Source: an optimization exercise on an open RTL-to-GDS flow (aim: small area, a short achievable clock period and few clock cycles). Production flows keep margins and buffers that such runs may drop. Only simulation tests tie the RTL to the original design; equivalence was not proved.

===== flow/flow/run.sh =====
#!/bin/bash
# Own flow: the standard layout (standard.sh, unchanged synthesis and steps) with two
# settings changed on make's command line:
#  - ports are buffered with plain buf_1 cells (resizable later) instead of delay buffers.
set -euo pipefail
bash standard.sh SETUP_SLACK_MARGIN=8 \
  "BUFFER_PORTS_ARGS=-buffer_cell sky130_fd_sc_hd__buf_1" finish > flow_make.log 2>&1

===== flow/standard.sh =====
#!/bin/bash
# synth_recipe.tcl (not shown) runs the flow's synth.tcl, then flattens the netlist and writes it again
# the make line also repeats each setting of config.mk as NAME=value (left out here)
make -C /OpenROAD-flow-scripts/flow DESIGN_CONFIG=/design/flow/config.mk WORK_HOME=/design/flow/orfs CLKGATE_MAP_FILE= SYNTH_SCRIPT=/design/flow/synth_recipe.tcl "${@:-finish}"

===== flow/config.mk =====
export PLATFORM = sky130hd
export DESIGN_NAME = ex_stage
export DESIGN_NICKNAME = ex_stage
export VERILOG_FILES = /design/flow/design.v
export SDC_FILE = /design/flow/constraint.sdc
export NUM_CORES = 4
export LEC_CHECK = 0
export ABC_AREA = 1
export CAP_MARGIN = 20
export CORE_MARGIN = 2
export CORE_UTILIZATION = 55
export PLACE_DENSITY = 0.7
export SETUP_SLACK_MARGIN = 5
export SLEW_MARGIN = 20
export TNS_END_PERCENT = 0

===== flow/constraint.sdc =====
create_clock -name core_clock -period 17.0 [get_ports {clk}]
set_input_delay 3.4000 -clock core_clock [delete_from_list [all_inputs] [get_ports {clk}]]
set_output_delay 3.4000 -clock core_clock [all_outputs]
set_load 0.01 [all_outputs]

===== flow/design.v =====
module ex_stage #(
  parameter int unsigned DATA_W    = 32,
  parameter int unsigned STALL_IDX = 3
) (
  input  logic              clk,
  input  logic              rst,
  input  logic [5:0]        stall,
  input  logic [4:0]        exALUop,
  input  logic [DATA_W-1:0] exReg1,
  input  logic [DATA_W-1:0] exReg2,
  input  logic [4:0]        exRS1,
  input  logic [4:0]        exRS2,
  input  logic [4:0]        exWriteNum,
  input  logic              exWriteReg,
  input  logic              memWriteReg,
  input  logic [4:0]        memWriteNum,
  input  logic [DATA_W-1:0] memResult,
  input  logic              wbWriteReg,
  input  logic [4:0]        wbWriteNum,
  input  logic [DATA_W-1:0] wbResult,
  output logic [DATA_W-1:0] exResult,
  output logic [4:0]        exWriteNumOut,
  output logic              exWriteRegOut,
  output logic              stallreq
);
  localparam int unsigned DIV_K   = 3;             
  localparam int unsigned DIV_CYC = 33 / DIV_K;    
  localparam logic [4:0] OP_ADD  = 5'd1,  OP_SUB  = 5'd2,  OP_AND  = 5'd3,  OP_OR   = 5'd4;
  localparam logic [4:0] OP_XOR  = 5'd5,  OP_SLL  = 5'd6,  OP_SRL  = 5'd7,  OP_SRA  = 5'd8;
  localparam logic [4:0] OP_SLT  = 5'd9,  OP_SLTU = 5'd10, OP_MUL  = 5'd11, OP_DIV  = 5'd12;
  localparam logic [4:0] OP_DIVU = 5'd13, OP_REM  = 5'd14, OP_REMU = 5'd15;
  typedef enum logic [1:0] {IDLE, MUL, DIV, DOUT} state_t;
  state_t state;
  function automatic logic [63:0] bk_carry(input logic [63:0] a, input logic [63:0] b,
                                           input logic cin, input int W);
    logic [63:0] g, p;
    g = a & b;
    p = a ^ b;
    g[0] = g[0] | (p[0] & cin);
    for (int d = 1; d < W; d = d * 2)
      for (int i = 2*d - 1; i < W; i = i + 2*d) begin
        g[i] = g[i] | (p[i] & g[i-d]);
        p[i] = p[i] & p[i-d];
      end
    for (int d = 32; d >= 1; d = d / 2)
      for (int i = 3*d - 1; i < W; i = i + 2*d) begin
        g[i] = g[i] | (p[i] & g[i-d]);
        p[i] = p[i] & p[i-d];
      end
    bk_carry = {g[62:0], cin};
  endfunction
  function automatic logic [31:0] cneg(input logic n, input logic [31:0] x);
    logic [63:0] c;
    c = bk_carry({32'd0, ~x}, 64'd0, 1'b1, 32);
    cneg = n ? (~x ^ c[31:0]) : x;
  endfunction
  logic [31:0] op1, op2;
  logic        unused_stall;
  assign unused_stall = ^stall;
  always_comb begin : fwd
    op1 = exReg1;
    if (memWriteReg && memWriteNum == exRS1 && exRS1 != 5'd0)    op1 = memResult;
    else if (wbWriteReg && wbWriteNum == exRS1 && exRS1 != 5'd0) op1 = wbResult;
    op2 = exReg2;
    if (memWriteReg && memWriteNum == exRS2 && exRS2 != 5'd0)    op2 = memResult;
    else if (wbWriteReg && wbWriteNum == exRS2 && exRS2 != 5'd0) op2 = wbResult;
  end
  logic        is_sub;
  logic [32:0] sum;
  logic        lt_s, lt_u;
  logic [31:0] sh_in, sh_rev, sh_out, sh_res;
  logic [63:0] sh_wide;
  logic        is_sll, sh_fill;
  logic [31:0] alu_res;
  assign is_sub = (exALUop == OP_SUB) || (exALUop == OP_SLT) || (exALUop == OP_SLTU);
  assign sum    = {1'b0, op1} + {1'b0, is_sub ? ~op2 : op2} + {32'd0, is_sub};
  assign lt_u   = !sum[32];
  assign lt_s   = (op1[31] ^ op2[31]) ? op1[31] : sum[31];
  assign is_sll  = (exALUop == OP_SLL);
  assign sh_fill = (exALUop == OP_SRA) & op1[31];
  always_comb begin
    for (int i = 0; i < 32; i++) sh_rev[i] = op1[31-i];
  end
  assign sh_in   = is_sll ? sh_rev : op1;
  assign sh_wide = {{32{sh_fill}}, sh_in} >> op2[4:0];
  assign sh_out  = sh_wide[31:0];
  always_comb begin
    for (int i = 0; i < 32; i++) sh_res[i] = is_sll ? sh_out[31-i] : sh_out[i];
  end
  always_comb begin : alu
    alu_res = '0;
    case (exALUop)
      OP_ADD, OP_SUB:          alu_res = sum[31:0];
      OP_AND:                  alu_res = op1 & op2;
      OP_OR:                   alu_res = op1 | op2;
      OP_XOR:                  alu_res = op1 ^ op2;
      OP_SLL, OP_SRL, OP_SRA:  alu_res = sh_res;
      OP_SLT:                  alu_res = {31'd0, lt_s};
      OP_SLTU:                 alu_res = {31'd0, lt_u};
      default:                 alu_res = '0;
    endcase
  end
  logic [31:0] ra, rr;
  logic [32:0] rq;
  logic [3:0]  cnt;
  logic        want_q, neg_q, neg_r, d_cin;
  logic is_mul, is_div, is_signed, a_neg, b_neg;
  assign is_mul    = (exALUop == OP_MUL);
  assign is_div    = (exALUop == OP_DIV) || (exALUop == OP_DIVU) ||
                     (exALUop == OP_REM) || (exALUop == OP_REMU);
  assign is_signed = (exALUop == OP_DIV) || (exALUop == OP_REM);
  assign a_neg     = is_signed & op1[31];
  assign b_neg     = is_signed & op2[31];
  logic [31:0] m_a, m_acc, prod;
  logic [7:0]  m_b;
  logic        m_p;
  assign m_a   = ra;
  assign m_b   = rq[31:24];
  assign m_p   = rq[23];
  assign m_acc = rr << 8;
  logic [31:0] pp [4];
  logic [31:0] hot;
  logic [8:0]  bb;
  assign bb = {m_b, m_p};
  always_comb begin
    hot = '0;
    for (int j = 0; j < 4; j++) begin
      logic b0, b1, b2, one, two, neg;
      logic [31:0] x;
      b0  = bb[2*j];
      b1  = bb[2*j+1];
      b2  = bb[2*j+2];
      one = b0 ^ b1;
      two = (b2 & !b1 & !b0) | (!b2 & b1 & b0);
      neg = b2 & !(b1 & b0);
      x   = (({32{one}} & m_a) | ({32{two}} & (m_a << 1))) ^ {32{neg}};
      pp[j]      = x << (2*j);
      hot[2*j]   = neg;
    end
  end
  function automatic logic [63:0] csa(input logic [31:0] x, input logic [31:0] y, input logic [31:0] z);
    logic [31:0] s, c;
    s = x ^ y ^ z;
    c = ((x & y) | (x & z) | (y & z)) << 1;
    csa = {s, c};
  endfunction
  logic [31:0] l1s0, l1c0, l1s1, l1c1, l2s, l2c, l3s, l3c;
  always_comb begin
    {l1s0, l1c0} = csa(pp[0], pp[1], pp[2]);
    {l1s1, l1c1} = csa(pp[3], m_acc, hot);
    {l2s, l2c}   = csa(l1s0, l1c0, l1s1);
    {l3s, l3c}   = csa(l2s, l2c, l1c1);
  end
  logic [63:0] m_c;
  assign m_c  = bk_carry({32'd0, l3s}, {32'd0, l3c}, 1'b0, 32);
  assign prod = l3s ^ l3c ^ m_c[31:0];
  logic mul_last;
  assign mul_last = (cnt == 4'd3);
  logic [31:0] d_r [DIV_K+1];
  logic [32:0] d_q [DIV_K+1];
  always_comb begin
    d_r[0] = rr;
    d_q[0] = rq;
    for (int i = 0; i < DIV_K; i++) begin
      logic [63:0] x, y, c;
      logic [33:0] diff;
      x    = {31'd0, d_r[i], d_q[i][32]};
      y    = {30'd0, 2'b11, ra};
      c    = bk_carry(x, y, d_cin, 34);
      diff = x[33:0] ^ y[33:0] ^ c[33:0];
      d_q[i+1] = {d_q[i][31:0], !diff[33]};
      d_r[i+1] = diff[33] ? {d_r[i][30:0], d_q[i][32]} : diff[31:0];
    end
  end
  logic [31:0] a_mag, b_add;
  logic        mul_keep, a_short, a_tiny;
  logic [31:0] x_in, m_in, q_in;
  assign a_mag    = cneg(a_neg, op1);
  assign b_add    = b_neg ? op2 : ~op2;
  assign mul_keep = is_mul & !(op2[31:16] != 16'd0 && op1[31:16] == 16'd0);
  assign x_in     = mul_keep ? op2 : a_mag;
  assign m_in     = mul_keep ? op1 : op2;
  assign a_short  = (x_in[31:16] == 16'd0);
  assign a_tiny   = a_short & (x_in[15:8] == 8'd0);
  assign q_in     = a_tiny ? {x_in[7:0], 24'd0} : a_short ? {x_in[15:0], 16'd0} : x_in;
  logic [31:0] b_low, a_hi, a_top, b_cmp;
  logic        a_lt_b, quick, is_rem;
  assign b_low = ~b_add;
  assign a_hi  = op1 ^ {32{a_neg}};
  assign b_cmp = a_neg ? {1'b0, b_low[31:1]} : b_low;
  always_comb begin
    a_top[31] = a_hi[31];
    for (int i = 30; i >= 0; i--) a_top[i] = a_top[i+1] | a_hi[i];
  end
  assign a_lt_b = |(b_cmp & ~a_top);
  assign quick  = is_div & a_lt_b;
  assign is_rem = (exALUop == OP_REM) || (exALUop == OP_REMU);
  logic        div0, d_neg;
  logic [31:0] d_sel, div_res;
  assign div0    = d_cin & (ra == 32'hFFFF_FFFF);
  assign d_sel   = want_q ? (rq[31:0] | {32{div0}}) : rr;
  assign d_neg   = want_q ? (neg_q & !div0) : neg_r;
  assign div_res = cneg(d_neg, d_sel);
  always_comb begin : ctl
    stallreq = 1'b0;
    unique case (state)
      IDLE:    stallreq = is_mul | (is_div & !a_lt_b);
      MUL:     stallreq = !mul_last;
      DIV:     stallreq = 1'b1;
      DOUT:    stallreq = 1'b0;
      default: stallreq = 1'b0;
    endcase
    if (rst) stallreq = 1'b0;
  end
  always_ff @(posedge clk) begin : state_reg
    if (rst) state <= IDLE;
    else begin
      unique case (state)
        IDLE:    if (is_mul) state <= MUL; else if (is_div & !a_lt_b) state <= DIV;
        MUL:     if (mul_last && !stall[STALL_IDX]) state <= IDLE;
        DIV:     if (cnt == 4'(DIV_CYC - 1)) state <= DOUT;
        DOUT:    if (!stall[STALL_IDX]) state <= IDLE;
        default: state <= IDLE;
      endcase
    end
  end
  always_ff @(posedge clk) begin : data_regs
    unique case (state)
      IDLE: begin
        ra    <= is_mul ? m_in : b_add;
        rq    <= (is_div & a_short & !a_tiny) ? {2'b0, x_in[15:0], 15'd0} : {1'b0, q_in};
        rr    <= m_in & {32{is_mul & q_in[31]}};
        d_cin <= !b_neg;
        if (is_mul) cnt <= a_tiny ? 4'd3 : a_short ? 4'd2 : 4'd0;
        else        cnt <= a_tiny ? 4'(DIV_CYC - 3) : a_short ? 4'(DIV_CYC - 6) : 4'd0;
        if (!is_mul) begin
          want_q <= (exALUop == OP_DIV) || (exALUop == OP_DIVU);
          neg_q  <= a_neg ^ b_neg;
          neg_r  <= a_neg;
        end
      end
      MUL: if (!mul_last) begin
        cnt <= cnt + 4'd1;
        rq  <= rq << 8;
        rr  <= prod;
      end
      DIV: begin
        cnt <= cnt + 4'd1;
        rq  <= d_q[DIV_K];
        rr  <= d_r[DIV_K];
      end
      default: ;
    endcase
  end
  logic [31:0] res;
  always_comb begin
    unique case (state)
      MUL:     res = prod;
      DOUT:    res = div_res;
      default: res = alu_res | (op1 & {32{quick & is_rem}});
    endcase
  end
  assign exResult      = rst ? '0 : res;
  assign exWriteNumOut = exWriteNum;
  assign exWriteRegOut = !rst && exWriteReg && !stallreq;
endmodule

==> run summary, run 1 <==
- Clock skew: 13.1 ps
- Die area: 51900 sq um
- Final WL: ~120000 um
- Initial cell density of the core: 55.4%
- Ant. Diodes: 0
- Biggest register: rq
- Cts bufs inserted: 9
- Final ANT Viol Nets: 0
- Endpoint class of the critical path: output pin
- Fraction of layout cells with a size suffix above 1: 9.67%
- Largest net degree at the start of global routing: between 60 and 70
- Initial DRT Pass Iterations: 8
- All-layer global routing usage: a little over two fifths
- XOR/XNOR Fraction of Synth Area: 8.43%
- Port Buffer Count: about 190
- Critical path data arrival time: 8670 ps
- Area growth, synth to finish: 11.3%
- Ys async rst share: 0%
- Synth Area in Compound Gates: 24.5%
- Syn Nets: approximately 4700
- GR Overflow Total: 0
- H-tree Lvls: 3
- DRC: 0
- Top_reg_cell synth: edfxtp_1
- CTS root buffer: clkbuf_16
- Ports: about 210
- CP Cell Sequence: buf_1 -> inv_2 -> nand2_1 -> nand4_1 -> nor3_2 -> nand2_2 -> buf_4 -> bufbuf_16 -> o21ai_1 -> inv_1 -> o21ai_0 -> inv_1 -> o21ai_0 -> nand2_1 -> o21ai_0 -> o21ai_0 -> o21ai_0 -> o21ai_0 -> o221ai_1 -> nor3b_1 -> o21ai_0 -> nand2_1 -> nor2_1 -> buf_1
- Total number of vias: 30500
- Initial DRC Count: 3296
- Setup Crit Path Kind: input pin to output pin
- TNS Setup: 0 ps
- RePlAce Congestion: 1.12
- Synth cell types: 65
- Fin. Hold Viols: 0
- Largest register FFs: 33
- Sequential area share after synthesis: 11.6%
- Die Ht: approximately 230 um
- CP Launch Type: input pin
- Max Freq: between 0.08 and 0.09 GHz
- Area after DPL: roughly 29000 sq um
- Outcome: timing/DRC/antenna clean
- CP most frequent cell: o21ai_0
- Final hold slack: 562 ps
- Worst-Margin Slew: 1070 ps
- Vias per Instance: 6.23
- Num rows: 82
- Multiplexer area fraction after synthesis: 0.400%
- Clk sink count: 107
- CTS Hold Bufs: 0
- Synth Register Bits: 107
- Main combinational cell family by area after synthesis: compound AO/OA/AOI/OAI gates
- Die width: 228 um
- Final net count: 4814
- Drt wl/cell: 23.5 um
- CP max FO: 30
- Largest regs: rq x33, ra x32, rr x32
- Max-cap violations: 0
- Vias in the first global route: 28700
- Post-DP HPWL: just under 90000 um
- Syn avg cell area: between 6 and 7 sq um
- Final Setup Violations: 0
- Min cycle time layout: 12070 ps
- Final period util: 71.0%
- Worst Hold Class: register to register
- Synthesized area: 27500 sq um
- Clock Path Buffers: 2
- Final cell utilization of the core: between 60 and 70%
- Fin area: 30700 sq um
- Synth Instances: roughly 4100
- Clock slew at reported path FFs: 70 ps
- Crit-path max cell delay: 750 ps
- Simple-gate portion of the synthesized area: 21.5%
- RSZ-0062 raised after global routing: true
- Clk latency of the worst-skew pair: approximately 380 ps
- CP max-delay cell: o21ai_1
- First-pass GRT wire length: 173000 um
- CTS tree: done
- Antenna violations before repair: 1
- Slew headroom: between 20% and 30%
- Count of yosys warnings during synthesis: 4
- Crit path required time: 13600 ps
- Synth Area in Adders: around a quarter
- EDFF count, synth: 105
- Slew Limit Fails: 0
- Core Area: between 40000 and 50000 sq um
-- per-layer routing --
layer,vias up,GRT usage (%),share of wire (%)
met5,-,0,0.011
met4,2,34.4,9.4
met3,397,5.65,8.4
met2,1618,69.5,45
met1,14300,52.3,37
li1,14200,-,-
-- repair_timing --
item                                    4_1_cts  5_1_grt
gates resized for setup                     175       61
pin swaps                                    54       53
endpoints found under the hold margin         0        0
cloned                                       13        0
endpoints found under the setup margin      102      102
setup buffers                                51       15
-- logic make-up (layout without fill, tap and decap cells) --
logic type / Yosys count / after routing
compound gates: 1145 / 1145
flops: 107 / 107
mux: 11 / 11
simple gates: 1442 / 1443
buf+inv: 682 / 815
xor+xnor: 265 / 265
fa+ha+maj: 432 / 432
-- final timing paths --
kind / startpoint / to / slack, ps / cells after the start
worst max-delay path: exRS1[2] / exResult[27] / 4930 / 24
worst min-delay path: state[0] / state[0] / 560 / 2
worst max register to register: d_cin / rr[6] / 5680 / 69
worst min register to register: state[0] / state[0] / 560 / 2
-- critical path: cells and delay by family --
family                 cells  cell delay, ps
buffers and inverters      7            1240
and+or+nand+nor            8            1020
AOI/OAI and AO/OA          9            2970
-- cell usage after synthesis, drive strengths merged, types with 14 or more instances --
cell	count	share of area [%]
a31oi	28	0.64
o21ai	587	11
xor2	200	6.4
o211ai	71	2.0
ha	290	13
fa	142	10
o22ai	130	3.0
or2	23	0.52
nor3	32	0.65
o221ai	49	1.6
a21oi	165	3.1
a21o	15	0.41
edfxtp	105	11
xnor2	65	2.1
inv	447	6.1
nand3	145	2.6
clkbuf	154	2.1
buf	67	1.6
a22oi	15	0.43
a221oi	33	1.0
nand4	29	0.68
nand2	932	13
clkinv	14	0.21
nor2	257	3.6
-- stage by stage --
stage               instances  worst slack, ps
floorplan                4084             6010
global placement         4795             3360
global route             4890             4770
detailed placement       4795             3340
CTS                      4875             5280
finish                   4890             4930
-- placed cells by master (no fill, tap or decap), types with 11 or more instances in the layout --
cell	netlist	final
a21o_1	15	15
a21oi_1	163	153
a221oi_1	33	33
a22oi_1	14	14
a31oi_1	28	23
buf_1	15	172
buf_12	0	14
buf_4	22	110
buf_6	12	15
edfxtp_1	105	105
fa_1	142	141
ha_1	290	284
inv_1	427	399
inv_2	20	33
mux2i_1	11	11
nand2_1	919	892
nand2_2	11	30
nand3_1	145	136
nand4_1	28	28
nor2_1	253	235
nor2_2	2	14
nor3_1	28	26
nor4_1	11	11
o211ai_1	67	67
o21a_1	11	11
o21ai_0	522	503
o21ai_1	50	58
o21ai_2	15	25
o221ai_1	49	49
o22ai_1	130	129
or2_2	21	18
xnor2_1	65	65
xor2_1	200	199
-- cell type report --
type	instances	area, sq um
Fill cell	4922	19100
Multi-Input combinational cell	3296	22200
Inverter	461	1840
Timing Repair inverter	5	28.8
Clock inverter	7	62.6
Timing Repair Buffer	333	2270
Tap cell	672	841
Sequential cell	107	3190
Clock buffer	9	225
Testbench counts, summed over its fixed seeds: cycles 24,059.
==> inputs of run 2 (changes only) <==
--- a/flow/design.v
+++ b/flow/design.v
@@ -196,4 +196,6 @@
   assign quick  = is_div & a_lt_b;
   assign is_rem = (exALUop == OP_REM) || (exALUop == OP_REMU);
+  logic b_big;
+  assign b_big = is_div & (b_low[31:26] != 6'd0);
   logic        div0, d_neg;
   logic [31:0] d_sel, div_res;
@@ -229,9 +231,11 @@
       IDLE: begin
         ra    <= is_mul ? m_in : b_add;
-        rq    <= (is_div & a_short & !a_tiny) ? {2'b0, x_in[15:0], 15'd0} : {1'b0, q_in};
-        rr    <= m_in & {32{is_mul & q_in[31]}};
+        rq    <= b_big ? {a_mag[5:0], 27'd0} :
+                 (is_div & a_short & !a_tiny) ? {2'b0, x_in[15:0], 15'd0} : {1'b0, q_in};
+        rr    <= b_big ? {6'd0, a_mag[31:6]} : (m_in & {32{is_mul & q_in[31]}});
         d_cin <= !b_neg;
         if (is_mul) cnt <= a_tiny ? 4'd3 : a_short ? 4'd2 : 4'd0;
-        else        cnt <= a_tiny ? 4'(DIV_CYC - 3) : a_short ? 4'(DIV_CYC - 6) : 4'd0;
+        else        cnt <= b_big ? 4'(DIV_CYC - 2) : a_tiny ? 4'(DIV_CYC - 3) :
+                           a_short ? 4'(DIV_CYC - 6) : 4'd0;
         if (!is_mul) begin
           want_q <= (exALUop == OP_DIV) || (exALUop == OP_DIVU);
==> run summary, run 2 <==
- Die area: 54400 sq um
- Most common cell after layout, fill and taps aside: nand2_1
- EDFF count, synth: 105
- Delay-heaviest family, CP: compound AO/OA/AOI/OAI gates
- Slew Limit Fails: 0
- Clock slew at reported path FFs: 80 ps
- Max-cap violations: 0
- Synthesized area: 28900 sq um
- Ys async rst share: 0%
- Reg-to-reg slack, setup: slightly below 6000 ps
- Fraction of layout cells with a size suffix above 1: under 10%
- Main combinational cell family by area after synthesis: compound AO/OA/AOI/OAI gates
- Antenna violations before repair: 1
- CP most frequent cell: nor2_2
- Synth cell types: 72
- Most instantiated library cell after synthesis: nand2_1
- Fin. Hold Viols: 0
- Leading cell types in the layout, fill and taps excluded: 1003 x nand2_1, 425 x o21ai_0, 424 x inv_1
- Synth Register Bits: 107
- Vias per Instance: 6.22
- Num rows: 83
- Final Setup Violations: 0
- Initial DRC Count: 4392
- Crit-path max cell delay: 880 ps
- Max Freq: 0.0843 GHz
- Crit path required time: 13600 ps
- Slew headroom: approximately a fifth
- Setup Crit Path Kind: input pin to output pin
- CP Launch Type: input pin
- Critical path data arrival time: about 8500 ps
- Top_reg_cell synth: edfxtp_1
- Biggest register: rq
- CTS tree: done
- Initial DRT Pass Iterations: 8
- All-layer global routing usage: 41.4%
- First-pass GRT wire length: 172000 um
- WHS Endpoint: state[0]
- H-tree Lvls: 3
- Stages on worst setup path: 32
- R2R cell count: 60
- Syn avg cell area: 6.71 sq um
- Worst-Margin Slew: 1190 ps
- Fillers: 4888
- Port Buffer Count: roughly 190
- Clock skew: 14.5 ps
- Endpoint class of the critical path: output pin
- Syn Nets: 4908
- Die Ht: 233 um
- FF-to-FF End: rr[6]
- CP max FO: 16
- Non-Filler Instances: 5121
- Hold Crit Depth: 2
- Buffers and inverters on the worst path: 5
- Drt wl/cell: 22.5 um
- Placed cells: between 5000 and 6000
- Total number of vias: 31800
- Sequential area share after synthesis: approximately 11%
- CP max-delay cell: o21ai_1
- Ports: 208
- Worst Hold Class: register to register
- Post-DP HPWL: 86500 um
- Commonest cells post-synth: 1011 x nand2_1, 446 x o21ai_0, 435 x inv_1, 290 x ha_1, 281 x nor2_1
- Final cell utilization of the core: 62.1%
- Core Area: just over 50000 sq um
- Initial cell density of the core: 56.0%
- Ant. Diodes: 0
- Synth Instances: about 4300
- Multiplexer area fraction after synthesis: less than 1%
- Largest net degree at the start of global routing: 68
- Clk latency of the worst-skew pair: approximately 380 ps
- Count of yosys warnings during synthesis: 4
- Final ANT Viol Nets: 0
- Area contributors post-synth: nand2_1 13%, ha_1 13%, edfxtp_1 11%
- Final net count: 5037
- Clk sink count: 107
- Reg-to-Reg Start: d_cin
- Cts bufs inserted: 9
- Largest register FFs: 33
- DRC: 0
- Yosys top cell area share: 13.1%
- Min cycle time layout: around 12000 ps
- Largest regs: rq x33, ra x32, rr x32
- RSZ-0062 raised after global routing: true
- CTS root buffer: clkbuf_16
- Clock Path Buffers: 2
- Synth Area in Compound Gates: between 20% and 30%
- Final period util: 69.8%
- Area growth, synth to finish: 10.9%
- TNS Setup: 0 ps
- Die width: about 230 um
- Synth Area in Adders: roughly 22%
- XOR/XNOR Fraction of Synth Area: 8.28%
- Final WL: 115000 um
- Largest area contributor in the netlist: nand2_1
- Simple-gate portion of the synthesized area: 23.7%
- CTS Hold Bufs: 0
- RePlAce Congestion: slightly above 1
- Outcome: timing/DRC/antenna clean
- Vias in the first global route: roughly 30000
- GR Overflow Total: 0
- Hold Path Origin: state[0]
-- run 2: worst reg2reg max path, delay by kind of cell (launching register included) --
family	cells	cell delay (ps)
AO/OA/AOI/OAI	22	4570
adder cells (fa/ha/maj)	4	1290
buffers and inverters	8	1220
flip-flops	1	540
multiplexers	1	280
AND/OR/NAND/NOR	25	2980
-- run 2: worst max-delay path by stage --
| stage | from | to | slack, ps |
|---|---|---|---|
| 6_report | exRS1[1] | exResult[0] | 5140 |
| 5_1_grt | exRS1[1] | exResult[30] | 4910 |
| 4_1_cts | exRS2[2] | exResult[0] | 5380 |
| 3_5_place_dp | exRS2[1] | exResult[28] | 4000 |
| 3_3_place_gp | exRS2[1] | exResult[28] | 4140 |
| 2_1_floorplan | exRS2[2] | exResult[28] | 5670 |
-- run 2: logic make-up (layout without fill, tap and decap cells) --
kind of cell | Yosys count | count (layout)
DFF | 107 | 107
adders and majority gates | 432 | 432
buffers and inverters | 726 | 856
and+or+nand+nor | 1615 | 1619
muxes | 18 | 18
AOI/OAI and AO/OA | 1138 | 1138
xor gates and xnor gates | 271 | 271
-- run 2: metal layers --
| layer | global-route usage, % | vias up | wire, um |
|---|---|---|---|
| met2 | 65.6 | 1854 | 50600 |
| met3 | 5.47 | 358 | 11200 |
| met4 | 27.2 | 2 | 9110 |
| met5 | 0 | - | 13 |
| met1 | 52.8 | 14700 | 44300 |
| li1 | - | 14900 | - |
-- run 2: stage by stage --
stage / cell area (sq um) / hold slack [ps] / setup slack [ps]
after detailed placement: 29900 / 532 / 4000
after floorplan: 28900 / 489 / 5670
final: 32000 / 557 / 5140
after CTS: 31400 / 544 / 5380
after global routing: 32000 / 587 / 4910
after global placement: 29900 / 516 / 4140
-- run 2: what timing repair did --
action,CTS,global route
buffers inserted,46,30
cloned,14,3
pin swaps,28,57
gates resized for setup,139,85
setup endpoints to repair,102,102
-- run 2: cell type report --
class / instances / area [sq um] / share of cell area (%)
Tap cell: 680 / 851 / 2.65
Clock inverter: 7 / 93.8 / 0.293
Timing Repair inverter: 3 / 18.8 / 0.0586
Timing Repair Buffer: 344 / 2360 / 7.37
Multi-Input combinational cell: 3478 / 23400 / 73.0
Clock buffer: 9 / 225 / 0.703
Sequential cell: 107 / 3190 / 9.96
Inverter: 493 / 1920 / 6.00
Testbench counts of run 2, summed over its fixed seeds: cycles 22,718.
==> inputs of run 3 (changes only) <==
--- a/flow/flow/run.sh
+++ b/flow/flow/run.sh
@@ -4,4 +4,4 @@
 #  - ports are buffered with plain buf_1 cells (resizable later) instead of delay buffers.
 set -euo pipefail
-bash standard.sh SETUP_SLACK_MARGIN=8 \
+bash standard.sh SETUP_SLACK_MARGIN=6 \
   "BUFFER_PORTS_ARGS=-buffer_cell sky130_fd_sc_hd__buf_1" finish > flow_make.log 2>&1
--- a/flow/config.mk
+++ b/flow/config.mk
@@ -9,6 +9,5 @@
 export CAP_MARGIN = 20
 export CORE_MARGIN = 2
-export CORE_UTILIZATION = 55
-export PLACE_DENSITY = 0.7
+export CORE_UTILIZATION = 50
 export SETUP_SLACK_MARGIN = 5
 export SLEW_MARGIN = 20
==> run summary, run 3 <==
- Largest regs: rq x33, ra x32, rr x32
- Final hold slack: 542 ps
- Ys async rst share: 0%
- Setup ws final: 5080 ps
- CP max FO: 7
- Worst Hold Class: register to register
- Reg-to-Reg Start: d_cin
- CP max-delay cell: a311oi_1
- R2R cell count: 61
- Clock Path Buffers: 2
- Hold Path Origin: state[0]
- Pre-CTS setup slack: about 3900 ps
- Clock slew at reported path FFs: ~80 ps
- Final period util: 70.1%
- Min cycle time layout: 11920 ps
- Antenna violations before repair: 0
- Critical path data arrival time: 8520 ps
- Die Ht: 244 um
- Most instantiated library cell after synthesis: nand2_1
- Hold Crit Depth: 2
- RSZ-0062 raised after global routing: true
- Ant. Diodes: 0
- Initial DRT Pass Iterations: 6
- Crit-path max cell delay: between 400 and 500 ps
- Cts bufs inserted: 9
- FF-to-FF End: rr[22]
- DRC: 0
- DR WL met3: between 9000 and 10000 um
- Die area: ~60000 sq um
- CP Launch Type: input pin
- Max-cap violations: 0
- Final ANT Viol Nets: 0
- WL met1: 48400 um
- CTS tree: done
- CTS root buffer: clkbuf_16
- CP most frequent cell: nor2_2
- Synth Register Bits: 107
- Synth Instances: approximately 4300
- Syn Nets: 4908
- Syn avg cell area: 6.71 sq um
- WHS Endpoint: state[0]
- Total number of vias: 31300
- Commonest cells post-synth: 1011 x nand2_1, 446 x o21ai_0, 435 x inv_1, 290 x ha_1, 281 x nor2_1
- Die width: 244 um
- GR Overflow Total: 0
- Area growth, synth to finish: 10.2%
- Endpoint class of the critical path: output pin
- Metal2 WL: roughly 54000 um
- Slew headroom: around 30%
- Area contributors post-synth: nand2_1 13%, ha_1 13%, edfxtp_1 11%
- TNS Setup: 0 ps
- RePlAce Congestion: 0.997
- Core Area: roughly 57000 sq um
- Port Buffer Count: 192
- Fin. Hold Viols: 0
- First-pass GRT wire length: 178000 um
- H-tree Lvls: 3
- Worst-Margin Slew: 1060 ps
- Fillers: 5861
- Num rows: between 80 and 90
- Vias in the first global route: 29300
- Biggest register: rq
- Fraction of layout cells with a size suffix above 1: 9.49%
- Largest net degree at the start of global routing: 68
- Count of yosys warnings during synthesis: 4
- Setup Crit Path Kind: input pin to output pin
- Slew Limit Fails: 0
- Clk latency of the worst-skew pair: approximately 370 ps
- Crit path required time: 13600 ps
- Clock skew: 20.3 ps
- Largest register FFs: 33
- Ports: 208
- Most common cell after layout, fill and taps aside: nand2_1
- Sequential area share after synthesis: between 10 and 15%
- All-layer global routing usage: 38.9%
- Yosys top cell area share: 13.1%
- Initial DRC Count: 3309
- Largest area contributor in the netlist: nand2_1
- Post-DP HPWL: 91500 um
- Vias per Instance: 6.01
- Clk sink count: ~110
- Max Freq: about 0.084 GHz
- Synth cell types: 72
- Initial cell density of the core: 50.4%
- Final net count: about 5000
- Top_reg_cell synth: edfxtp_1
- Leading cell types in the layout, fill and taps excluded: 1002 x nand2_1, 428 x o21ai_0, 424 x inv_1
- Max layer used: met4
- Outcome: timing/DRC/antenna clean
- Synthesized area: 28900 sq um
- Drt wl/cell: 23.1 um
- CTS Hold Bufs: 0
- Final Setup Violations: 0
- EDFF count, synth: 105
- Reg-to-reg slack, setup: slightly below 6000 ps
- Final WL: between 100000 and 150000 um
-- run 3: cell counts after synthesis --
Identical to the previous run, type by type.
-- run 3: final cells by class --
type | instances | area (sq um) | area share [%]
multi-input cells | 3477 | 23200 | 73.0
flip-flops and latches | 107 | 3190 | 10.0
repair buffers | 338 | 2200 | 6.91
inverters | 493 | 1940 | 6.08
well taps | 765 | 957 | 3.01
clock buffers | 11 | 233 | 0.731
clock inverters | 4 | 52.6 | 0.165
repair inverters | 5 | 36.3 | 0.114
-- run 3: worst max-delay path by stage --
stage / cells after the start / slack [ps] / end / startpoint
final: 38 / 5080 / exResult[20] / exRS2[1]
after global routing: 40 / 4840 / exResult[0] / exRS2[3]
after CTS: 41 / 5260 / exResult[0] / wbWriteNum[1]
after detailed placement: 41 / 3860 / exResult[28] / wbWriteNum[3]
after global placement: 38 / 3880 / exResult[28] / exRS2[1]
after floorplan: 42 / 5670 / exResult[28] / exRS2[2]
-- run 3: through the flow --
step	instance area (sq um)	instances	util, %
global placement	30100	5097	52.4
CTS	31300	5159	54.6
floorplan	28900	4307	-
global route	31800	5200	55.5
finish	31800	5200	55.5
detailed placement	30100	5097	52.4
-- run 3: cell families after synthesis --
group           count (synthesis)  synth area share [%]
xor+xnor                      271                  8.28
mux                            18                 0.624
compound gates               1138                  23.8
flops                         107                  11.1
buf+inv                       726                  10.2
fa+ha+maj                     432                  22.4
simple gates                 1615                  23.7
-- run 3: what timing repair did --
| action | 4_1_cts | 5_1_grt |
|---|---|---|
| setup buffers | 34 | 37 |
| pin swaps | 21 | 41 |
| endpoints found under the setup margin | 67 | 67 |
| cloned | 13 | 4 |
| resized for setup | 124 | 60 |
-- run 3: critical path: cells and delay by family --
family | cells | cell delay, ps
AO/OA/AOI/OAI | 12 | 2060
adder cells (fa/ha/maj) | 1 | 390
AND/OR/NAND/NOR | 16 | 1480
XOR/XNOR | 1 | 130
buffers and inverters | 8 | 1000
-- run 3: routing by layer --
layer | vias to the layer above | track usage (%)
li1 | 14900 | -
met3 | 265 | 3.88
met4 | 0 | 20.9
met1 | 14600 | 50.2
met5 | - | 0
met2 | 1504 | 64.2
==> inputs of run 4 (changes only) <==
==> flow/flow/run.sh (replaced) <==
#!/bin/bash
# Own flow: the standard layout (standard.sh, unchanged synthesis and steps), except that
# ports are buffered with plain buf_1 cells (resizable later) instead of delay buffers.
set -euo pipefail
bash standard.sh "BUFFER_PORTS_ARGS=-buffer_cell sky130_fd_sc_hd__buf_1" finish > flow_make.log 2>&1
--- a/flow/config.mk
+++ b/flow/config.mk
@@ -12,3 +12,2 @@
 export SETUP_SLACK_MARGIN = 5
 export SLEW_MARGIN = 20
-export TNS_END_PERCENT = 0
==> run summary, run 4 <==
- Final period util: 69.6%
- Simple-gate portion of the synthesized area: around a quarter
- Max-cap violations: 0
- Crit-path max cell delay: roughly 430 ps
- Count of yosys warnings during synthesis: 4
- Largest register FFs: 33
- EDFF count, synth: 105
- Fin. Hold Viols: 0
- Reg-to-Reg Start: d_cin
- Cts bufs inserted: 9
- H-tree Lvls: 3
- Initial cell density of the core: 50.4%
- DRC: 0
- Synth Area in Adders: 22.4%
- Worst Hold Class: register to register
- Area growth, synth to finish: 11.6%
- Outcome: timing/DRC/antenna clean
- Clock Path Buffers: 2
- Critical path data arrival time: 8430 ps
- Grt peak-use layer: met2
- Area contributors post-synth: nand2_1 13%, ha_1 13%, edfxtp_1 11%
- RePlAce Congestion: around 0.99
- Final Setup Violations: 0
- CTS root buffer: clkbuf_16
- Initial DRT Pass Iterations: 6
- Commonest cells post-synth: 1011 x nand2_1, 446 x o21ai_0, 435 x inv_1, 290 x ha_1, 281 x nor2_1
- Final hold slack: roughly 550 ps
- Fraction of layout cells with a size suffix above 1: 10.4%
- CTS tree: done
- GR Overflow Total: 0
- Synthesized area: 28900 sq um
- Biggest register: rq
- All-layer global routing usage: 38.3%
- Multiplexer area fraction after synthesis: 0.624%
- CP most frequent cell: nand2_2
- Post-DP HPWL: 91300 um
- Die Ht: between 200 and 250 um
- Most common cell after layout, fill and taps aside: nand2_1
- FF-to-FF End: rr[26]
- Sequential area share after synthesis: between 10 and 15%
- Clock skew: 14.7 ps
- Drt wl/cell: between 20 and 25 um
- Min cycle time layout: 11830 ps
- Crit path required time: roughly 14000 ps
- Slew headroom: 28.9%
- Met2 Use GR: around 63%
- RSZ-0062 raised after global routing: true
- Synth Instances: approximately 4300
- Clk latency of the worst-skew pair: 370 ps
- First-pass GRT wire length: 175000 um
- Most instantiated library cell after synthesis: nand2_1
- Antenna violations before repair: 0
- TNS Setup: 0 ps
- Endpoint class of the critical path: output pin
- Syn Nets: slightly below 5000
- Met1 Use GR: 49.8%
- Yosys top cell area share: 13.1%
- Met3 GRT Util: 2.61%
- Largest area contributor in the netlist: nand2_1
- Die width: ~240 um
- Total number of vias: around 31000
- Clock slew at reported path FFs: 80 ps
- Ys async rst share: 0%
- CP max-delay cell: fa_2
- Core Area: around 57000 sq um
- Final net count: 5044
- Slew Limit Fails: 0
- Syn avg cell area: 6.71 sq um
- Reg-to-reg slack, setup: 6010 ps
- Clk sink count: 107
- Setup Crit Path Kind: input pin to output pin
- Synth Register Bits: between 100 and 150
- Num rows: 88
- Synth Area in Compound Gates: between 20% and 30%
- Largest net degree at the start of global routing: 68
- Final WL: 120000 um
- XOR/XNOR Fraction of Synth Area: 8.28%
- Ports: about 210
- Port Buffer Count: 192
- Max Freq: 0.0845 GHz
- CP max FO: 6
- Die area: approximately 60000 sq um
- Vias in the first global route: 28800
- Initial DRC Count: between 3000 and 4000
- Top_reg_cell synth: edfxtp_1
- Largest regs: rq x33, ra x32, rr x32
- Synth cell types: 72
- CP Launch Point: exRS2[0]
- Worst setup endpoint: exResult[20]
- Final ANT Viol Nets: 0
- CP Launch Type: input pin
- Leading cell types in the layout, fill and taps excluded: 995 x nand2_1, 424 x o21ai_0, 423 x inv_1
- R2R cell count: 61
- Main combinational cell family by area after synthesis: compound AO/OA/AOI/OAI gates
- Vias per Instance: 6.03
- Worst-Margin Slew: 1070 ps
## run 4: changes by cell type in the layout (fill, tap and decap cells not counted), sizes merged
cell      delta
buf         +13
bufinv       -1
clkinv       +2
inv          +3
clkinvlp     -2
diode        +1
bufbuf       -4
clkbuf       +2
## run 4: area by class of cell
class	count	area [sq um]
Antenna cell	1	2.50
Clock buffer	10	229
Clock inverter	6	46.3
Fill cell	5948	25100
Inverter	493	1940
Multi-Input combinational cell	3477	23500
Sequential cell	107	3190
Tap cell	765	957
Timing Repair Buffer	350	2380
Timing Repair inverter	5	36.3
## run 4: layer usage
| layer | wire, um | vias up |
|---|---|---|
| met2 | 54300 | 1528 |
| met4 | 7980 | 0 |
| met1 | 48500 | 14700 |
| met3 | 8950 | 297 |
| li1 | - | 14900 |
| met5 | 0 | - |
## run 4: worst min path at each step
stage,from,to,cells past startpoint
floorplan,state[0],state[0],2
global placement,state[0],state[0],2
detailed placement,state[0],state[0],2
CTS,state[0],state[0],2
global route,state[0],state[0],2
finish,state[0],state[0],2
## run 4: what timing repair did
action                     in CTS  in global routing
resized for setup             101                157
cloned                          8                  9
buffers inserted               30                 52
setup endpoints to repair      67                 59
hold buffers                    0                  0
pin swaps                      15                 57
## run 4: critical path: cells and delay by family
kind | cells | cell delay (ps)
fa+ha+maj | 1 | 430
xor+xnor | 1 | 150
buf+inv | 8 | 820
simple gates | 18 | 1950
compound gates | 10 | 1650
## run 4: cell families after synthesis
| group | Yosys count |
|---|---|
| buffers and inverters | 726 |
| muxes | 18 |
| adders and majority gates | 432 |
| and+or+nand+nor | 1615 |
| AOI/OAI and AO/OA | 1138 |
| xor gates and xnor gates | 271 |
| DFF | 107 |
## run 4: through the flow
stage | std cells | util, % | area, sq um | setup slack, ps
5_1_grt | 5213 | 56.2 | 32200 | 4910
3_3_place_gp | 5096 | 52.4 | 30000 | 3760
4_1_cts | 5150 | 54.1 | 31000 | 4940
2_1_floorplan | 4307 | - | 28900 | 5400
6_report | 5214 | 56.2 | 32200 | 5170
3_5_place_dp | 5096 | 52.4 | 30000 | 3720
==> inputs of run 5 (changes only) <==
--- a/flow/design.v
+++ b/flow/design.v
@@ -24,6 +24,6 @@
   output logic              stallreq
 );
-  localparam int unsigned DIV_K   = 3;             
-  localparam int unsigned DIV_CYC = 33 / DIV_K;    
+  localparam int unsigned DIV_K   = 4;             
+  localparam int unsigned DIV_CYC = 32 / DIV_K;    
   localparam logic [4:0] OP_ADD  = 5'd1,  OP_SUB  = 5'd2,  OP_AND  = 5'd3,  OP_OR   = 5'd4;
   localparam logic [4:0] OP_XOR  = 5'd5,  OP_SLL  = 5'd6,  OP_SRL  = 5'd7,  OP_SRA  = 5'd8;
@@ -101,7 +101,6 @@
     endcase
   end
-  logic [31:0] ra, rr;
-  logic [32:0] rq;
-  logic [3:0]  cnt;
+  logic [31:0] ra, rq, rr;
+  logic [2:0]  cnt;
   logic        want_q, neg_q, neg_r, d_cin;
   logic is_mul, is_div, is_signed, a_neg, b_neg;
@@ -156,7 +155,7 @@
   assign prod = l3s ^ l3c ^ m_c[31:0];
   logic mul_last;
-  assign mul_last = (cnt == 4'd3);
+  assign mul_last = (cnt == 3'd3);
   logic [31:0] d_r [DIV_K+1];
-  logic [32:0] d_q [DIV_K+1];
+  logic [31:0] d_q [DIV_K+1];
   always_comb begin
     d_r[0] = rr;
@@ -165,10 +164,10 @@
       logic [63:0] x, y, c;
       logic [33:0] diff;
-      x    = {31'd0, d_r[i], d_q[i][32]};
+      x    = {31'd0, d_r[i], d_q[i][31]};
       y    = {30'd0, 2'b11, ra};
       c    = bk_carry(x, y, d_cin, 34);
       diff = x[33:0] ^ y[33:0] ^ c[33:0];
-      d_q[i+1] = {d_q[i][31:0], !diff[33]};
-      d_r[i+1] = diff[33] ? {d_r[i][30:0], d_q[i][32]} : diff[31:0];
+      d_q[i+1] = {d_q[i][30:0], !diff[33]};
+      d_r[i+1] = diff[33] ? {d_r[i][30:0], d_q[i][31]} : diff[31:0];
     end
   end
@@ -196,10 +195,8 @@
   assign quick  = is_div & a_lt_b;
   assign is_rem = (exALUop == OP_REM) || (exALUop == OP_REMU);
-  logic b_big;
-  assign b_big = is_div & (b_low[31:26] != 6'd0);
   logic        div0, d_neg;
   logic [31:0] d_sel, div_res;
   assign div0    = d_cin & (ra == 32'hFFFF_FFFF);
-  assign d_sel   = want_q ? (rq[31:0] | {32{div0}}) : rr;
+  assign d_sel   = want_q ? (rq | {32{div0}}) : rr;
   assign d_neg   = want_q ? (neg_q & !div0) : neg_r;
   assign div_res = cneg(d_neg, d_sel);
@@ -221,5 +218,5 @@
         IDLE:    if (is_mul) state <= MUL; else if (is_div & !a_lt_b) state <= DIV;
         MUL:     if (mul_last && !stall[STALL_IDX]) state <= IDLE;
-        DIV:     if (cnt == 4'(DIV_CYC - 1)) state <= DOUT;
+        DIV:     if (cnt == 3'(DIV_CYC - 1)) state <= DOUT;
         DOUT:    if (!stall[STALL_IDX]) state <= IDLE;
         default: state <= IDLE;
@@ -231,11 +228,9 @@
       IDLE: begin
         ra    <= is_mul ? m_in : b_add;
-        rq    <= b_big ? {a_mag[5:0], 27'd0} :
-                 (is_div & a_short & !a_tiny) ? {2'b0, x_in[15:0], 15'd0} : {1'b0, q_in};
-        rr    <= b_big ? {6'd0, a_mag[31:6]} : (m_in & {32{is_mul & q_in[31]}});
+        rq    <= q_in;
+        rr    <= m_in & {32{is_mul & q_in[31]}};
         d_cin <= !b_neg;
-        if (is_mul) cnt <= a_tiny ? 4'd3 : a_short ? 4'd2 : 4'd0;
-        else        cnt <= b_big ? 4'(DIV_CYC - 2) : a_tiny ? 4'(DIV_CYC - 3) :
-                           a_short ? 4'(DIV_CYC - 6) : 4'd0;
+        if (is_mul) cnt <= a_tiny ? 3'd3 : a_short ? 3'd2 : 3'd0;
+        else        cnt <= a_tiny ? 3'(DIV_CYC * 3 / 4) : a_short ? 3'(DIV_CYC / 2) : 3'd0;
         if (!is_mul) begin
           want_q <= (exALUop == OP_DIV) || (exALUop == OP_DIVU);
@@ -245,10 +240,10 @@
       end
       MUL: if (!mul_last) begin
-        cnt <= cnt + 4'd1;
+        cnt <= cnt + 3'd1;
         rq  <= rq << 8;
         rr  <= prod;
       end
       DIV: begin
-        cnt <= cnt + 4'd1;
+        cnt <= cnt + 3'd1;
         rq  <= d_q[DIV_K];
         rr  <= d_r[DIV_K];
==> flow/flow/run.sh (replaced) <==
#!/bin/bash
# Own flow: the standard layout (standard.sh, unchanged synthesis and steps) with two
# settings changed on make's command line:
#  - ports are buffered with plain buf_1 cells (resizable later) instead of delay buffers.
set -euo pipefail
bash standard.sh SETUP_SLACK_MARGIN=8 \
  "BUFFER_PORTS_ARGS=-buffer_cell sky130_fd_sc_hd__buf_1" finish > flow_make.log 2>&1
--- a/flow/config.mk
+++ b/flow/config.mk
@@ -9,5 +9,7 @@
 export CAP_MARGIN = 20
 export CORE_MARGIN = 2
-export CORE_UTILIZATION = 50
+export CORE_UTILIZATION = 55
+export PLACE_DENSITY = 0.7
 export SETUP_SLACK_MARGIN = 5
 export SLEW_MARGIN = 20
+export TNS_END_PERCENT = 0
==> run summary, run 5 <==
- Max-cap violations: 0
- Post-DP HPWL: 86200 um
- Commonest cells post-synth: 850 x nand2_1, 495 x o21ai_0, 475 x inv_1, 321 x ha_1, 249 x a21oi_1
- Total number of vias: 32900
- Yosys top cell area share: 13.7%
- CP Launch Type: input pin
- Ys async rst share: 0%
- Top_reg_cell synth: edfxtp_1
- Met3 GRT Util: under 10%
- Hold Crit Depth: 2
- Worst-Margin Slew: between 1000 and 1500 ps
- CP Cell Sequence: buf_1 -> xor2_1 -> nor3_2 -> nand2_4 -> buf_4 -> buf_4 -> buf_4 -> o211ai_1 -> o21a_1 -> nand2_2 -> buf_4 -> xor2_1 -> or2_2 -> o2111ai_1 -> o2111ai_1 -> a2111oi_1 -> nand4_1 -> nand2_1 -> nand2_1 -> nor2_1 -> nor2_1 -> buf_1
- All-layer global routing usage: 40.5%
- Port Buffer Count: 192
- Fin. Hold Viols: 0
- Met2 Use GR: 63.4%
- Most instantiated library cell after synthesis: nand2_1
- Synth Instances: 4298
- Area growth, synth to finish: 15.3%
- Final ANT Viol Nets: 0
- FF-to-FF End: rr[30]
- CP max FO: 33
- Clock slew at reported path FFs: 80 ps
- CTS root buffer: clkbuf_16
- Initial cell density of the core: 55.7%
- Met1 Use GR: 52.9%
- Fin area: 33700 sq um
- Final period util: 70.3%
- Reg-to-reg slack, setup: 5240 ps
- Syn avg cell area: 6.81 sq um
- Max Freq: 0.0837 GHz
- Antenna violations before repair: 3
- Largest area contributor in the netlist: ha_1
- Clk sink count: 105
- RePlAce Congestion: 1.05
- Multi-input gate area: 24100 sq um
- Core Area: 52600 sq um
- WHS Endpoint: state[0]
- RSZ-0062 raised after global routing: true
- Slew headroom: 26.5%
- Syn Nets: 4947
- Clk latency of the worst-skew pair: 380 ps
- Hold Path Origin: state[0]
- Largest regs: ra x32, rq x32, rr x32
- DRC: 0
- Vias per Instance: 6.31
- CP most frequent cell: buf_4
- Fraction of layout cells with a size suffix above 1: 13.1%
- Sequential area share after synthesis: 10.7%
- Final WL: 120000 um
- Min cycle time layout: 11950 ps
- EDFF count, synth: 103
- Die area: 55100 sq um
- Initial DRC Count: 3993
- Area after DPL: 30300 sq um
- H-tree Lvls: 3
- R2R cell count: 88
- Synthesized area: 29300 sq um
- GR Overflow Total: 0
- Drt wl/cell: approximately 23 um
- Clock Path Buffers: 2
- Critical path data arrival time: roughly 8600 ps
- Largest net degree at the start of global routing: 68
- Setup Crit Path Kind: input pin to output pin
- Register area: roughly 3100 sq um
- First-pass GRT wire length: 176000 um
- Initial DRT Pass Iterations: 6
- Num rows: 84
- Clock skew: 10.1 ps
- Cts bufs inserted: 9
- Final net count: 5165
- Reg-to-Reg Start: ra[3]
- Synth Register Bits: 105
- Fillers: 4909
- Most common cell after layout, fill and taps aside: nand2_1
- Ports: about 210
- Outcome: timing/DRC/antenna clean
- TNS Setup: 0 ps
- CTS Hold Bufs: 0
- Synth cell types: 73
- Die Ht: 235 um
- Die width: about 230 um
- Crit path required time: approximately 14000 ps
- CTS tree: done
- Count of yosys warnings during synthesis: 4
- Area contributors post-synth: ha_1 14%, nand2_1 11%, fa_1 11%
- Crit-path max cell delay: 790 ps
- Leading cell types in the layout, fill and taps excluded: 812 x nand2_1, 455 x inv_1, 441 x o21ai_0
- Vias in the first global route: about 30000
- Slew Limit Fails: 0
- Final Setup Violations: 0
- Endpoint class of the critical path: output pin
- Grt peak-use layer: met2
- Worst Hold Class: register to register
- CP Launch Point: exRS2[4]
- CP max-delay cell: a2111oi_1
run 5: worst max path at each step:
stage,end
floorplan,exResult[30]
global placement,rr[13]
detailed placement,rr[2]
CTS,rr[0]
global route,rr[31]
finish,exWriteRegOut
run 5: worst max-delay path: cells and delay by family:
| kind | cells | cell delay [ps] |
|---|---|---|
| AOI/OAI and AO/OA | 5 | 1670 |
| xor gates and xnor gates | 2 | 440 |
| buffers and inverters | 6 | 1100 |
| and+or+nand+nor | 9 | 1890 |
run 5: cell type report:
type | count | area share, %
clock buffers | 9 | 0.668
repair buffers | 422 | 9.51
clock inverters | 7 | 0.193
inverters | 525 | 6.11
repair inverters | 10 | 0.241
flip-flops and latches | 105 | 9.29
multi-input cells | 3443 | 71.4
diodes | 1 | 0.00742
well taps | 688 | 2.55
run 5: per-stage QoR:
| stage | cells | hold WS (ps) | util [%] | worst slack, ps |
|---|---|---|---|---|
| 2_1_floorplan | 4298 | 482 | - | 5630 |
| 3_3_place_gp | 5009 | 521 | 57.8 | 2150 |
| 3_5_place_dp | 5009 | 525 | 57.8 | 1980 |
| 4_1_cts | 5128 | 536 | 61.6 | 5080 |
| 5_1_grt | 5209 | 580 | 64.2 | 4790 |
| 6_report | 5210 | 531 | 64.2 | 5050 |
run 5: what timing repair did:
item | in CTS | in global routing
setup endpoints to repair | 101 | 101
pin swaps | 60 | 82
setup buffers | 81 | 69
gates cloned | 22 | 11
gates resized for setup | 204 | 167
run 5: per-layer routing:
layer | vias to the layer above | wire length [um]
met2 | 2090 | 51900
met4 | 4 | 10200
li1 | 15100 | -
met5 | - | 28
met3 | 473 | 12900
met1 | 15200 | 44800
run 5: kinds of logic (layout without fill, tap and decap cells):
| group | Yosys count | in the layout | synth area share (%) |
|---|---|---|---|
| muxes | 9 | 9 | 0.308 |
| xor gates and xnor gates | 290 | 290 | 8.70 |
| DFF | 105 | 105 | 10.7 |
| AOI/OAI and AO/OA | 1244 | 1244 | 24.8 |
| buffers and inverters | 752 | 973 | 10.3 |
| other | 0 | 1 | 0 |
| and+or+nand+nor | 1418 | 1420 | 20.6 |
| adders and majority gates | 480 | 480 | 24.6 |
Testbench counts of run 5, summed over its fixed seeds: cycles 23,026.

==> re-timing with driven ports <==
The results above use ideal ports. As a check the final layouts listed here were re-extracted and re-timed, cells and wires unchanged.
Step 1, drivers: a clkbuf_16 drives clk and a buf_2 each remaining input, both assumed.
Step 2 times the ports against the registers' clock, not the clock port: input delays grow and output delays shrink by t, the midpoint of the rising clock arrivals with the driver on.
Three values: ideal ports, drivers, drivers and shift; two values: the first two.
| run | t (ns) | slack for setup (ns) | worst hold slack (ns) | worst data-port slew with drivers (ns) |
|---|---|---|---|---|
| run 1 | 0.419 | 4.928 / 4.905 / 4.905 | 0.562 / 0.562 / 0.562 | 0.07 |
| run 2 | 0.424 | 5.137 / 5.115 / 5.115 | 0.557 / 0.557 / 0.557 | 0.06 |
| run 3 | 0.410 | 5.077 / 5.053 / 5.053 | 0.542 / 0.542 / 0.542 | 0.06 |
| run 4 | 0.417 | 5.166 / 5.112 / 5.112 | 0.554 / 0.554 / 0.554 | 0.07 |
| run 5 | 0.420 | 5.049 / 5.029 / 5.029 | 0.531 / 0.531 / 0.531 | 0.06 |
After both steps setup and hold are still met in every run listed. The setup slack of run 4, which loses most, moves by -0.054 ns with the drivers and by -0.054 ns with both steps.
